Context: an optimization exercise on an open-source flow, tuned for a short achievable clock period and few clock cycles. The choices shown serve that exercise and are no tape-out recipe. Function was checked by simulation only, so behaviour that the tests miss may differ from the original. No activity file was given, so power comes from the tool's default toggle rates.

red:
## cpu_top
module cpu_top (
    input  logic             clk,
    input  logic             rst_n,
    input  logic [32-1:0] instr,
    output logic [32-1:0] i_addr,
    input  logic [32-1:0] mem_rd_data,
    output logic [32-1:0] mem_addr,
    output logic [32-1:0] mem_wr_data,
    output logic             mem_wr,
    output logic             halted
);
    logic [32-1:0]   bus_a;
    logic [32-1:0]   bus_b;
    logic [5-1:0] rs1;
    logic [5-1:0] rs2;
    logic [5-1:0] rd;
    logic [32-1:0]   reg_wr_data;
    logic               reg_wr;
    logic rf_rst_n;
    always_ff @(posedge clk)
        rf_rst_n <= rst_n;
    pipeline u_pipeline (
        .clk(clk), .rst_n(rst_n), .rf_rst_n(rf_rst_n),
        .instr(instr), .i_addr(i_addr),
        .mem_rd_data(mem_rd_data), .mem_addr(mem_addr),
        .mem_wr_data(mem_wr_data), .mem_wr(mem_wr),
        .bus_a(bus_a), .bus_b(bus_b), .rs1(rs1), .rs2(rs2),
        .rd(rd), .reg_wr_data(reg_wr_data), .reg_wr(reg_wr),
        .halted(halted)
    );
    regfile u_regfile (
        .clk(clk), .rst_n(rf_rst_n),
        .rs1(rs1), .rs2(rs2), .bus_a(bus_a), .bus_b(bus_b),
        .rd(rd), .wr_data(reg_wr_data), .wr_en(reg_wr)
    );
endmodule
Size: about 6200 cells after synthesis, roughly 160 I/O pins.
Settings: LEC_CHECK=0, CAP_MARGIN=35, CORE_MARGIN=2, CORE_UTILIZATION=55, PLACE_DENSITY=0.7, SETUP_SLACK_MARGIN=3.8, SLEW_MARGIN=35, SYNTH_HIERARCHICAL=1, SYNTH_MINIMUM_KEEP_SIZE=0; clock period 7.0 ns.
run.sh (not shown) runs the stock make flow with config.mk's settings and CLKGATE_MAP_FILE= SYNTH_SCRIPT=/design/flow/synth_recipe.tcl, a recipe that flattens the netlist after the stock synthesis.
red finished every step from synthesis to the final layout, and the layout passed the timing, design-rule and antenna checks.
Testbench counts of red, summed over its fixed seeds: cycles 354,653.
Modified inputs, blue compared to red
--- a/flow/design.v
+++ b/flow/design.v
@@ -342,25 +342,22 @@
     assign f_known   = f_rs0 || (f_v_known && (!f_id_wr || d_is_dec));
     assign f_zero    = f_rs0 || (f_id_wr ? f_v_one : f_v_zero);
     logic [PCW-17:0]   pc_hi_inc, pc_hi_dec, pc_hi_m1;
     logic [16:0]       f_lo;
     prefix_inc #(.W(PCW)) u_pc_inc (.a(pc), .sum(f_pc1));
     prefix_inc #(.W(PCW-16)) u_hi_inc (.a(pc[PCW-1:16]), .sum(pc_hi_inc));
     prefix_inc #(.W(PCW-16)) u_hi_dec (.a(~pc[PCW-1:16]), .sum(pc_hi_m1));
     assign pc_hi_dec = ~pc_hi_m1;
     prefix_add #(.W(17)) u_tgt (.a({1'b0, pc[15:0]}), .b({1'b0, instr[15:0]}), .cin(1'b1), .sum(f_lo));
-    always_comb begin
-        case ({f_lo[16], instr[15]})
-            2'b10:   f_tgt = {pc_hi_inc, f_lo[15:0]};
-            2'b01:   f_tgt = {pc_hi_dec, f_lo[15:0]};
-            default: f_tgt = {pc[PCW-1:16], f_lo[15:0]};
-        endcase
-    end
+    logic [PCW-17:0]   hi_c0, hi_c1;
+    assign hi_c0 = instr[15] ? pc_hi_dec : pc[PCW-1:16];
+    assign hi_c1 = instr[15] ? pc[PCW-1:16] : pc_hi_inc;
+    assign f_tgt = {f_lo[16] ? hi_c1 : hi_c0, f_lo[15:0]};
     logic [PCW-1:0] pc_seq;
     logic           pc_adv;
     assign pc_adv = !mispred && !stall && !halting && !halted;
     assign pc_seq = !rst_n ? '0 : mispred ? e_alt : pc_adv ? f_pc1 : pc;
     always_ff @(posedge clk)
         pc <= (rst_n && pc_adv && f_pred) ? f_tgt : pc_seq;
     always_ff @(posedge clk) begin
         if (!rst_n)
             d_valid <= 1'b0;
### Flow results
- Summary: slack of the critical path, blue better than red
- After detailed routing, red needs more wire than blue.
- Any difference in core utilization between red and blue is small enough to ignore.
- Met3 wire length (red / blue): 1.5
- Compared to red, blue has area fraction of clock buffers and clock inverters 0.18 points higher.
- On blue: area after detailed placement is 0.37% lower than what red gave.
- Share of layout cells above drive strength 1 for blue: 0.26 points down relative to red
- Going from red to blue, area taken by flip-flops and latches held steady, total power draw grew by 0.73%.
Testbench counts of blue, summed over its fixed seeds: cycles 354,653.

port drivers added, routing unchanged:
The results above use ideal ports. As a check the final layouts listed here were re-extracted and re-timed, cells and wires unchanged. Step 1, drivers: a clkbuf_16 drives clk and a buf_2 each remaining input, both assumed. Step 2 also shifts input and output timing later by t, the mid clock arrival at the registers, as if the neighbouring blocks saw the same clock. Slacks: no drivers / after step 1 / after step 2; pairs: no drivers / after step 1.
run	shift t [ns]	setup slack, ns	worst setup path after step 2	worst data-port slew with drivers (ns)
red	0.886	3.613 / 3.609 / 2.723	input to register	0.17
blue	0.866	3.682 / 3.682 / 2.830	input to register	0.15
After both steps every run listed still meets setup and hold. The setup slack of red, which loses most, moves by -0.004 ns with the drivers and by -0.890 ns with both steps.
